From an optimization exercise on the open Yosys and OpenROAD flow, aimed at small area; shortcuts taken in it are not production practice.
In this exercise RTL edits were held to simulation tests only and were not proved equivalent to the original.
No activity file was given, so power comes from the tool's default toggle rates.

==> flow/design.v <==
module rf_aoi222 (
  input  logic a1, a2, b1, b2, c1, c2,
  output logic y
);
  assign y = ~((a1 & a2) | (b1 & b2) | (c1 & c2));
endmodule
module rf_nand4 (
  input  logic a, b, c, d,
  output logic y
);
  assign y = ~(a & b & c & d);
endmodule
module rf_nand3 (
  input  logic a, b, c,
  output logic y
);
  assign y = ~(a & b & c);
endmodule
module rf_or3 (
  input  logic a, b, c,
  output logic y
);
  assign y = a | b | c;
endmodule
module rf_read_bit (
  input  logic [32:0] sel,
  input  logic [32:0] data,
  output logic        y
);
  logic [10:0] t;
  logic [2:0]  n;
  for (genvar k = 0; k < 11; k++) begin : g_aoi
    rf_aoi222 u_aoi (
      .a1(sel[3*k]),   .a2(data[3*k]),
      .b1(sel[3*k+1]), .b2(data[3*k+1]),
      .c1(sel[3*k+2]), .c2(data[3*k+2]),
      .y(t[k])
    );
  end
  rf_nand4 u_n0 (.a(t[0]), .b(t[1]), .c(t[2]),  .d(t[3]), .y(n[0]));
  rf_nand4 u_n1 (.a(t[4]), .b(t[5]), .c(t[6]),  .d(t[7]), .y(n[1]));
  rf_nand3 u_n2 (.a(t[8]), .b(t[9]), .c(t[10]),           .y(n[2]));
  rf_or3   u_o  (.a(n[0]), .b(n[1]), .c(n[2]),            .y(y));
endmodule
module register_file #(
  parameter int unsigned WORD_WIDTH = 32,
  parameter int unsigned SEL_WIDTH  = 5,
  parameter int unsigned NUM_REGS   = 32
) (
  input  logic                  clock,
  input  logic                  reset,
  input  logic                  left_read_enable,
  input  logic [SEL_WIDTH-1:0]  left_read_number,
  output logic [WORD_WIDTH-1:0] left_read_bus,
  input  logic                  right_read_enable,
  input  logic [SEL_WIDTH-1:0]  right_read_number,
  output logic [WORD_WIDTH-1:0] right_read_bus,
  input  logic                  write_enable,
  input  logic [SEL_WIDTH-1:0]  write_number,
  input  logic [WORD_WIDTH-1:0] write_bus
);
  logic [WORD_WIDTH-1:0] regs [NUM_REGS];
  logic [NUM_REGS-1:0]   valid;
  logic [NUM_REGS-1:0]   write_sel;
  always_comb begin
    for (int i = 0; i < int'(NUM_REGS); i++) begin
      write_sel[i] = write_enable && (write_number == SEL_WIDTH'(i));
    end
  end
  always_ff @(posedge clock or negedge reset) begin
    if (!reset) begin
      valid <= '0;
    end else begin
      valid <= valid | write_sel;
    end
  end
  always_ff @(posedge clock) begin
    for (int i = 0; i < int'(NUM_REGS); i++) begin
      if (write_sel[i]) begin
        regs[i] <= write_bus;
      end
    end
  end
  logic        left_bypass, right_bypass;
  logic [32:0] left_sel, right_sel;
  assign left_bypass  = reset && left_read_enable && write_enable &&
                        (left_read_number == write_number);
  assign right_bypass = reset && right_read_enable && write_enable &&
                        (right_read_number == write_number);
  always_comb begin
    for (int i = 0; i < int'(NUM_REGS); i++) begin
      left_sel[i]  = reset && left_read_enable && !left_bypass &&
                     valid[i] && (left_read_number == SEL_WIDTH'(i));
      right_sel[i] = reset && right_read_enable && !right_bypass &&
                     valid[i] && (right_read_number == SEL_WIDTH'(i));
    end
    left_sel[32]  = left_bypass;
    right_sel[32] = right_bypass;
  end
  for (genvar b = 0; b < int'(WORD_WIDTH); b++) begin : g_bit
    logic [32:0] column;
    for (genvar i = 0; i < int'(NUM_REGS); i++) begin : g_col
      assign column[i] = regs[i][b];
    end
    assign column[32] = write_bus[b];
    rf_read_bit u_left  (.sel(left_sel),  .data(column), .y(left_read_bus[b]));
    rf_read_bit u_right (.sel(right_sel), .data(column), .y(right_read_bus[b]));
  end
endmodule
export LEC_CHECK = 0
export CAP_MARGIN = 20
export CORE_MARGIN = 2
export CORE_UTILIZATION = 55
export CTS_BUF_LIST = sky130_fd_sc_hd__clkbuf_8
export CTS_CLUSTER_DIAMETER = 60
export CTS_CLUSTER_SIZE = 24
export SLEW_MARGIN = 20
export SYNTH_HIERARCHICAL = 1
create_clock -name core_clock -period 8.0 [get_ports {clock}]
standard.sh (not shown) runs the stock make flow with config.mk's settings and CLKGATE_MAP_FILE= SYNTH_SCRIPT=/design/flow/synth_recipe.tcl, a recipe that flattens the netlist after the stock synthesis.
==> flow/flow/run.sh <==
#!/bin/bash
# Standard layout with two changes: ports buffered with buf_1 and a clock
# tree of clkbuf_16 without dummy loads.
export BUFFER_PORTS_ARGS="-buffer_cell sky130_fd_sc_hd__buf_1"
export CTS_ARGS="-sink_clustering_enable -repair_clock_nets -dont_use_dummy_load -buf_list sky130_fd_sc_hd__clkbuf_16 -sink_clustering_size 30 -sink_clustering_max_diameter 60"
bash standard.sh > standard.log 2>&1
The baseline passed the timing, design-rule and antenna checks.
Then changed:
==> flow/flow/run.sh (replaced) <==
#!/bin/bash
# Standard layout with two changes: ports buffered with buf_2 and a clock
# tree of clkbuf_4 without dummy loads.
export BUFFER_PORTS_ARGS="-buffer_cell sky130_fd_sc_hd__buf_2"
export CTS_ARGS="-sink_clustering_enable -repair_clock_nets -dont_use_dummy_load -buf_list sky130_fd_sc_hd__clkbuf_4 -sink_clustering_size 12 -sink_clustering_max_diameter 40"
bash standard.sh > standard.log 2>&1
--- a/flow/config.mk
+++ b/flow/config.mk
@@ -11,3 +10,0 @@
-export CTS_BUF_LIST = sky130_fd_sc_hd__clkbuf_8
-export CTS_CLUSTER_DIAMETER = 60
-export CTS_CLUSTER_SIZE = 24
Result: Final cell count increases by 1.4%. Worst setup slack is worse by 13 ps. Maximum frequency hardly moves. Flip-flop and latch count stays the same. Count of clock-buffer cells in the layout went up by 66. Power went down by 9.0%. Wire length goes up by 0.36%. Clock skew stays the same.
Then changed:
==> flow/run.sh (new file) <==
#!/bin/bash
# synth_recipe.tcl (not shown) runs the flow's synth.tcl, then flattens the netlist and writes it again
# the make line also repeats each setting of config.mk as NAME=value (left out here)
make -C /OpenROAD-flow-scripts/flow DESIGN_CONFIG=/design/flow/config.mk WORK_HOME=/design/flow/orfs CLKGATE_MAP_FILE= SYNTH_SCRIPT=/design/flow/synth_recipe.tcl finish
removed: flow/flow/run.sh
removed: flow/standard.sh
The changed run ran to the end with no violations.
Hold slack is worse by 6.8 ps.
Clock power grows by 96%.
Cell area grows by 7.1%.
Die area stays the same.
Final cell count grows by 2.9%.
Core utilization grows by 4.4 points.
Setup slack is worse by 620 ps.
Sequential share of layout area shrinks by 4.6 points.
Total power grows by 27%.
Fmax shrinks by 8.3%.
Via count grows by 0.89%.
Then changed:
==> flow/flow/run.sh (new file) <==
#!/bin/bash
# Standard layout with two changes: ports buffered with buf_2 and a clock
# tree of clkbuf_8 without dummy loads.
export BUFFER_PORTS_ARGS="-buffer_cell sky130_fd_sc_hd__buf_2"
export CTS_ARGS="-sink_clustering_enable -repair_clock_nets -dont_use_dummy_load -buf_list sky130_fd_sc_hd__clkbuf_8 -sink_clustering_size 16 -sink_clustering_max_diameter 50"
bash standard.sh > standard.log 2>&1
==> flow/standard.sh (new file) <==
#!/bin/bash
# synth_recipe.tcl (not shown) runs the flow's synth.tcl, then flattens the netlist and writes it again
# the make line also repeats each setting of config.mk as NAME=value (left out here)
make -C /OpenROAD-flow-scripts/flow DESIGN_CONFIG=/design/flow/config.mk WORK_HOME=/design/flow/orfs CLKGATE_MAP_FILE= SYNTH_SCRIPT=/design/flow/synth_recipe.tcl "${@:-finish}"
--- a/flow/config.mk
+++ b/flow/config.mk
@@ -10,0 +11,3 @@
+export CTS_BUF_LIST = sky130_fd_sc_hd__clkbuf_8
+export CTS_CLUSTER_DIAMETER = 60
+export CTS_CLUSTER_SIZE = 24
removed: flow/run.sh
Power came out lower by about a fifth; wire length came out lower slightly; clock-buffer cell count came out lower by 25; final area came out lower by a few percent; worst setup slack gets better by 610 ps; fmax came out higher by a little under a tenth; sequential share of layout area came out higher by 4.0 points; first-iteration DRC count came out lower by a little under a tenth.

## static timing again, ports no longer ideal
In the flow no input, the clock included, has a driving cell. The finished layouts below were timed again as built, in two steps.
Step 1 (the two cells are an assumption about what drives the block):
set clk [get_ports {clock}]
set_driving_cell -lib_cell sky130_fd_sc_hd__clkbuf_16 $clk
set_driving_cell -lib_cell sky130_fd_sc_hd__buf_2 [delete_from_list [all_inputs] $clk]
Step 2 moves the port delays by t, midway between the first and last clock arrival at a register: inputs arrive t later, outputs are due t later. That takes back most of the time a late clock gives input paths.
Slacks: no drivers / after step 1 / after step 2; pairs: no drivers / after step 1.
| run | t, ns | slack for setup (ns) | hold slack, ns | worst setup path after step 2 | latest minus earliest clock arrival (ns) |
|---|---|---|---|---|---|
| the first run | 0.688 | 1.106 / 1.084 / 1.084 | 0.500 / 0.500 / 0.500 | input to output | 0.061 / 0.061 |
| the second run | 1.043 | 1.094 / 1.068 / 1.068 | 0.500 / 0.500 / 0.500 | input to output | 0.134 / 0.134 |
| the third run | 0.740 | 0.472 / 0.452 / 0.452 | 0.493 / 0.493 / 0.493 | input to output | 0.018 / 0.018 |
| the fourth run | 0.785 | 1.077 / 1.051 / 1.051 | 0.498 / 0.498 / 0.498 | input to output | 0.095 / 0.096 |
After both steps every run listed still meets setup and hold.
